Source: an optimization exercise on an open RTL-to-GDS flow (aim: small area and a short achievable clock period). Production flows keep margins and buffers that such runs may drop. RTL that was checked went through simulation tests only; none was proved equivalent to the original. Power and IR drop assume default switching activity.

== lane 4 ==
==> flow/design.v <==
`default_nettype none
package angle_pkg;
    typedef logic signed [32-1:0] angle_t;
    typedef logic [9-1:0] heading_t;
    localparam int LO_W = 10;
    localparam int Q_W  = 14;
    localparam int M_W  = 6;
    localparam int TURN = 45;
endpackage
`default_nettype wire
`default_nettype none
package imu_pkg;
    typedef logic signed [16-1:0] rate_t;
endpackage
`default_nettype wire
`timescale 1ns/1ps
`default_nettype none
module gyro_integrator (
    input  logic                       clk,
    input  logic                       rst_n,
    input  logic                       clear,
    input  logic [15:0]                rate,
    output logic [angle_pkg::LO_W-1:0] lo,
    output logic [angle_pkg::M_W-1:0]  mb,
    output logic                       c,
    output logic                       ovp,
    output logic                       ovn
);
    logic [15:0] r;
    logic [13:0] q;
    logic [15:0] low_n;
    logic        c16;
    logic [7:0]  hi_p1, hi_m1, hi_n;
    logic        c_n, ovp_n, ovn_n;
    logic [5:0]  mb_n;
    assign r = rate;
    kadd #(.W(16)) add_low_i (
        .a    ({q[5:0], lo}),
        .b    (r),
        .cin  (1'b0),
        .s    (low_n),
        .cout (c16)
    );
    assign c_n = low_n[10] ^ q[0] ^ r[10];
    kadd #(.W(8)) inc_i (.a(q[13:6]), .b(8'h00), .cin(1'b1), .s(hi_p1), .cout());
    kadd #(.W(8)) dec_i (.a(q[13:6]), .b(8'hff), .cin(1'b0), .s(hi_m1), .cout());
    always_comb begin
        case ({r[15], c16})
            2'b01:   hi_n = hi_p1;
            2'b10:   hi_n = hi_m1;
            default: hi_n = q[13:6];
        endcase
    end
    assign ovp_n = (q[13:6] == 8'h7f) & ~r[15] &  c16;
    assign ovn_n = (q[13:6] == 8'h80) &  r[15] & ~c16;
    addfold45 fold_i (
        .a ({2'b00, mb}),
        .b ({{5{ovp}}, ovp | ovn, 1'b0, c}),
        .c ({{2{r[15]}}, r[15:10]}),
        .m (mb_n)
    );
    always_ff @(posedge clk or negedge rst_n) begin
        if (!rst_n) begin
            lo  <= '0;
            q   <= '0;
            mb  <= '0;
            c   <= 1'b0;
            ovp <= 1'b0;
            ovn <= 1'b0;
        end else if (clear) begin
            lo  <= '0;
            q   <= '0;
            mb  <= '0;
            c   <= 1'b0;
            ovp <= 1'b0;
            ovn <= 1'b0;
        end else begin
            lo  <= low_n[9:0];
            q   <= {hi_n, low_n[15:10]};
            mb  <= mb_n;
            c   <= c_n;
            ovp <= ovp_n;
            ovn <= ovn_n;
        end
    end
endmodule
`default_nettype wire
`timescale 1ns/1ps
`default_nettype none
module addfold45 (
    input  logic [7:0] a,
    input  logic [7:0] b,
    input  logic [7:0] c,
    output logic [5:0] m
);
    logic [7:0] s1, c1, s2, c2, s3, c3;
    logic [7:0] u, up, um;
    csa #(.W(8)) csa_u_i  (.a(a),  .b(b),             .c(c),     .s(s1), .cy(c1));
    csa #(.W(8)) csa_up_i (.a(s1), .b({c1[6:0], 1'b0}), .c(8'd45), .s(s2), .cy(c2));
    csa #(.W(8)) csa_um_i (.a(s1), .b({c1[6:0], 1'b0}), .c(8'hd3), .s(s3), .cy(c3));
    kadd #(.W(8)) add_u_i  (.a(s1), .b({c1[6:0], 1'b0}), .cin(1'b0), .s(u),  .cout());
    kadd #(.W(8)) add_up_i (.a(s2), .b({c2[6:0], 1'b0}), .cin(1'b0), .s(up), .cout());
    kadd #(.W(8)) add_um_i (.a(s3), .b({c3[6:0], 1'b0}), .cin(1'b0), .s(um), .cout());
    always_comb begin
        if (u[7])
            m = up[5:0];
        else if (um[7])
            m = u[5:0];
        else
            m = um[5:0];
    end
endmodule
`default_nettype wire
module kadd #(
    parameter int W = 16
) (
    input  logic [W-1:0] a,
    input  logic [W-1:0] b,
    input  logic         cin,
    output logic [W-1:0] s,
    output logic         cout
);
    localparam int L = (W > 16) ? 5 : (W > 8) ? 4 : (W > 4) ? 3 : (W > 2) ? 2 : 1;
    logic [W-1:0] p0;
    logic [W-1:0] gl [0:L];
    logic [W-1:0] pl [0:L];
    assign p0 = a ^ b;
    always_comb begin
        gl[0] = a & b;
        pl[0] = p0;
        gl[0][0] = (a[0] & b[0]) | (p0[0] & cin);
        for (int l = 0; l < L; l++) begin
            for (int i = 0; i < W; i++) begin
                if ((i >> l) & 1) begin
                    gl[l+1][i] = gl[l][i] | (pl[l][i] & gl[l][((i >> l) << l) - 1]);
                    pl[l+1][i] = pl[l][i] & pl[l][((i >> l) << l) - 1];
                end else begin
                    gl[l+1][i] = gl[l][i];
                    pl[l+1][i] = pl[l][i];
                end
            end
        end
    end
    assign s    = p0 ^ {gl[L][W-2:0], cin};
    assign cout = gl[L][W-1];
endmodule
module csa #(
    parameter int W = 8
) (
    input  logic [W-1:0] a,
    input  logic [W-1:0] b,
    input  logic [W-1:0] c,
    output logic [W-1:0] s,
    output logic [W-1:0] cy
);
    assign s  = a ^ b ^ c;
    assign cy = (a & b) | (a & c) | (b & c);
endmodule
`timescale 1ns/1ps
`default_nettype none
module relative_yaw (
    input  logic [6:0] t,
    input  logic       l9,
    output logic [5:0] rel_hi
);
    logic signed [6:0] ts;
    logic [6:0]        tm, tp;
    logic              sub45, add45;
    assign ts = t;
    assign tm = t - 7'd45;
    assign tp = t + 7'd45;
    always_comb begin
        if (l9) begin
            sub45 = ts >= 7'sd22;
            add45 = ts <= -7'sd24;
        end else begin
            sub45 = ts >= 7'sd23;
            add45 = ts <= -7'sd23;
        end
        if (sub45)
            rel_hi = tm[5:0];
        else if (add45)
            rel_hi = tp[5:0];
        else
            rel_hi = t[5:0];
    end
endmodule
`default_nettype wire
`timescale 1ns/1ps
`default_nettype none
module yaw_tracker_top (
    input  logic                clk,
    input  logic                rst_n,
    input  logic                sample_valid,
    input  logic                calibrate,
    input  imu_pkg::rate_t      rate_a,
    input  imu_pkg::rate_t      rate_b,
    output angle_pkg::angle_t   yaw_a,
    output angle_pkg::angle_t   yaw_b,
    output angle_pkg::angle_t   rel_yaw,
    output angle_pkg::heading_t heading,
    output logic                out_valid
);
    localparam int LO_W = angle_pkg::LO_W;
    localparam int M_W  = angle_pkg::M_W;
    logic        v0, v1, v2;
    logic        c0;
    logic [15:0] ra0, rb0;
    logic [LO_W-1:0] lo_a, lo_b;
    logic [M_W-1:0]  mb_a, mb_b;
    logic            c_a, ovp_a, ovn_a, c_b, ovp_b, ovn_b;
    logic [M_W-1:0]  m_a, m_b;
    logic [LO_W-1:0] ya_lo_1, yb_lo_1;
    logic [M_W-1:0]  ya_m_1, yb_m_1;
    logic [LO_W-1:0] dl;
    logic            l_borrow;
    logic [6:0]      t_1;
    logic [5:0]      rel_hi;
    logic [LO_W-1:0] ya_lo_q, yb_lo_q, rel_lo_q;
    logic [M_W-1:0]  ya_m_q, yb_m_q;
    logic [5:0]      rel_hi_q;
    logic            rel_sgn_n_q;
    always_ff @(posedge clk or negedge rst_n) begin
        if (!rst_n) begin
            v0 <= 1'b0;
            v1 <= 1'b0;
            v2 <= 1'b0;
            c0 <= 1'b0;
        end else begin
            v0 <= sample_valid;
            v1 <= v0;
            v2 <= v1;
            c0 <= sample_valid && calibrate;
        end
    end
    always_ff @(posedge clk or negedge rst_n) begin
        if (!rst_n) begin
            ra0 <= '0;
            rb0 <= '0;
        end else begin
            ra0 <= sample_valid ? rate_a : 16'd0;
            rb0 <= sample_valid ? rate_b : 16'd0;
        end
    end
    gyro_integrator gyro_integrator_a_i (
        .clk   (clk),
        .rst_n (rst_n),
        .clear (c0),
        .rate  (ra0),
        .lo    (lo_a),
        .mb    (mb_a),
        .c     (c_a),
        .ovp   (ovp_a),
        .ovn   (ovn_a)
    );
    gyro_integrator gyro_integrator_b_i (
        .clk   (clk),
        .rst_n (rst_n),
        .clear (c0),
        .rate  (rb0),
        .lo    (lo_b),
        .mb    (mb_b),
        .c     (c_b),
        .ovp   (ovp_b),
        .ovn   (ovn_b)
    );
    addfold45 fold_a_i (
        .a ({2'b00, mb_a}),
        .b ({{5{ovp_a}}, ovp_a | ovn_a, 1'b0, c_a}),
        .c (8'd0),
        .m (m_a)
    );
    addfold45 fold_b_i (
        .a ({2'b00, mb_b}),
        .b ({{5{ovp_b}}, ovp_b | ovn_b, 1'b0, c_b}),
        .c (8'd0),
        .m (m_b)
    );
    logic [9:0] lo_diff;
    logic       lo_borrow;
    logic [6:0] t_n;
    assign {lo_borrow, lo_diff} = {1'b0, lo_a} - {1'b0, lo_b};
    logic [6:0] pa, pb;
    assign pa  = {{4{ovp_a}}, ovp_a | ovn_a, 1'b0, c_a};
    assign pb  = {{4{ovp_b}}, ovp_b | ovn_b, 1'b0, c_b};
    logic [6:0] t_s1, t_c1, t_s2, t_c2;
    csa #(.W(7)) t_csa1_i (.a({1'b0, mb_a}), .b({1'b1, ~mb_b}), .c(pa), .s(t_s1), .cy(t_c1));
    csa #(.W(7)) t_csa2_i (.a(t_s1), .b({t_c1[5:0], 1'b1}), .c(~pb), .s(t_s2), .cy(t_c2));
    kadd #(.W(7)) t_add_i (
        .a    (t_s2),
        .b    ({t_c2[5:0], 1'b0}),
        .cin  (~lo_borrow),
        .s    (t_n),
        .cout ()
    );
    always_ff @(posedge clk or negedge rst_n) begin
        if (!rst_n) begin
            ya_lo_1  <= '0;
            yb_lo_1  <= '0;
            ya_m_1   <= '0;
            yb_m_1   <= '0;
            t_1      <= '0;
        end else begin
            ya_lo_1  <= lo_a;
            yb_lo_1  <= lo_b;
            ya_m_1   <= m_a;
            yb_m_1   <= m_b;
            t_1      <= t_n;
        end
    end
    assign {l_borrow, dl} = {1'b0, ya_lo_1} - {1'b0, yb_lo_1};
    relative_yaw relative_yaw_i (
        .t      (t_1),
        .l9     (dl[9]),
        .rel_hi (rel_hi)
    );
    always_ff @(posedge clk or negedge rst_n) begin
        if (!rst_n) begin
            ya_lo_q   <= '0;
            yb_lo_q   <= '0;
            ya_m_q    <= '0;
            yb_m_q    <= '0;
            rel_lo_q  <= '0;
            rel_hi_q  <= '0;
            out_valid <= 1'b0;
        end else begin
            ya_lo_q   <= ya_lo_1;
            yb_lo_q   <= yb_lo_1;
            ya_m_q    <= ya_m_1;
            yb_m_q    <= yb_m_1;
            rel_lo_q  <= dl;
            rel_hi_q  <= rel_hi;
            out_valid <= v2;
        end
    end
    assign yaw_a   = {8'd0, ya_m_q, ya_lo_q, 8'd0};
    assign yaw_b   = {8'd0, yb_m_q, yb_lo_q, 8'd0};
    always_ff @(posedge clk or negedge rst_n) begin
        if (!rst_n) begin
            rel_sgn_n_q <= 1'b1;
        end else begin
            rel_sgn_n_q <= ~rel_hi[5];
        end
    end
    assign rel_yaw = {{4{~rel_sgn_n_q}}, {5{rel_hi_q[5]}}, rel_hi_q[4:0], rel_lo_q, 8'd0};
    assign heading = {ya_m_q, ya_lo_q[9:7]};
endmodule
`default_nettype wire
clock: 10.0 ns
lec_check: 0
cap_margin: 20
core_margin: 2
core_utilization: 40
slew_margin: 20
standard.sh (not shown) runs the stock make flow with config.mk's settings and CLKGATE_MAP_FILE= SYNTH_SCRIPT=/design/flow/synth_recipe.tcl, a recipe that flattens the netlist after the stock synthesis.
==> flow/flow/run.sh <==
#!/bin/bash
set -euo pipefail
MARGIN=$(cat flow/margin.txt)
bash standard.sh ADDER_MAP_FILE= synth > synth.log 2>&1
bash standard.sh SETUP_SLACK_MARGIN=$MARGIN floorplan > floorplan.log 2>&1
bash standard.sh SETUP_SLACK_MARGIN=$MARGIN "BUFFER_PORTS_ARGS=-buffer_cell sky130_fd_sc_hd__buf_1" place > place.log 2>&1
bash standard.sh SETUP_SLACK_MARGIN=$MARGIN cts > cts.log 2>&1
bash standard.sh SETUP_SLACK_MARGIN=$MARGIN route > route.log 2>&1
bash standard.sh SETUP_SLACK_MARGIN=$MARGIN finish > finish.log 2>&1
==> flow/flow/margin.txt <==
7.0
The final layout from lane 4, which completed every stage, passed the timing, design-rule and antenna checks at the end of the flow.
Modified inputs, lane 1 compared to lane 4
--- a/flow/design.v
+++ b/flow/design.v
@@ -162,5 +162,6 @@
     input  logic [6:0] t,
     input  logic       l9,
-    output logic [5:0] rel_hi
+    output logic [5:0] rel_hi,
+    output logic       sign
 );
     logic signed [6:0] ts;
@@ -185,4 +186,5 @@
             rel_hi = t[5:0];
     end
+    assign sign = (sub45 & tm[5]) | (~sub45 & add45 & tp[5]) | (~sub45 & ~add45 & t[5]);
 endmodule
 `default_nettype wire
@@ -215,4 +217,5 @@
     logic [LO_W-1:0] dl;
     logic            l_borrow;
+    logic            rel_sgn;
     logic [6:0]      t_1;
     logic [5:0]      rel_hi;
@@ -220,5 +223,5 @@
     logic [M_W-1:0]  ya_m_q, yb_m_q;
     logic [5:0]      rel_hi_q;
-    logic            rel_sgn_n_q;
+    logic            rel_sgn_q;
     always_ff @(posedge clk or negedge rst_n) begin
         if (!rst_n) begin
@@ -313,5 +316,6 @@
         .t      (t_1),
         .l9     (dl[9]),
-        .rel_hi (rel_hi)
+        .rel_hi (rel_hi),
+        .sign   (rel_sgn)
     );
     always_ff @(posedge clk or negedge rst_n) begin
@@ -338,10 +342,10 @@
     always_ff @(posedge clk or negedge rst_n) begin
         if (!rst_n) begin
-            rel_sgn_n_q <= 1'b1;
+            rel_sgn_q <= 1'b0;
         end else begin
-            rel_sgn_n_q <= ~rel_hi[5];
+            rel_sgn_q <= rel_sgn;
         end
     end
-    assign rel_yaw = {{4{~rel_sgn_n_q}}, {5{rel_hi_q[5]}}, rel_hi_q[4:0], rel_lo_q, 8'd0};
+    assign rel_yaw = {{4{rel_sgn_q}}, {5{rel_hi_q[5]}}, rel_hi_q[4:0], rel_lo_q, 8'd0};
     assign heading = {ya_m_q, ya_lo_q[9:7]};
 endmodule
--- outcome ---
The estimated power of lane 1 ends up higher than the estimate for lane 4.
Lane 1: global-route usage 0.71 points above lane 4
Register-to-register setup slack for lane 1: 130 ps down relative to lane 4
Going from lane 4 to lane 1, utilization shrinks by 1.1 points.
Lane 4 → lane 1: least setup slack across all paths after layout rose 85 ps, wire length climbed 8.7%, sequential fraction of the synthesis area lower, peak supply drop shows an increase of 25%.
Number of buffers other than clock buffers in the final layout, lane 1 and lane 4: smaller value in lane 1
Lane 1 vs. lane 4: global-route wire length before repair increased 5.6%, post-detailed-placement half-perimeter wirelength rose 1700 um, critical path depth climbed 9.
Measured against lane 1, the sum of routed wire segments on met1 of lane 4 comes out at 0.935 times the reference value.
Start point of the critical path: rel_sgn_n_q -> lane 4, gyro_integrator_a_i.ovp -> lane 1
Library cell contributing the largest single delay on the critical path: sky130_fd_sc_hd__dfstp_2 -> lane 4, sky130_fd_sc_hd__dfrtp_2 -> lane 1
Function not checked in lane 4: the RTL went through the layout flow alone.

[re-timing with driven ports]
How much do the figures lean on ideal ports? The routed layouts below were timed once more, with nothing changed but the port constraints.
Step 1: set_driving_cell puts a clkbuf_16 on clk and a buf_2 on each other input, an assumption about the parent block.
Step 2 times the ports against the registers' clock, not the clock port: input delays grow and output delays shrink by t, the midpoint of the rising clock arrivals with the driver on.
Three values: no drivers, after step 1, after step 2; two values: the first two.
| run | t (ns) | setup WS [ns] | latest minus earliest clock arrival (ns) |
|---|---|---|---|
| lane 4 | 0.494 | 6.862 / 6.812 / 6.875 | 0.018 / 0.018 |
| lane 1 | 0.484 | 6.946 / 6.946 / 6.897 | 0.013 / 0.012 |
After both steps setup and hold are still met in every run listed. For lane 1, which loses most, drivers alone change the setup slack by 0.000 ns; drivers and shift together by -0.049 ns. The worst setup slack also covers recovery checks on asynchronous resets.
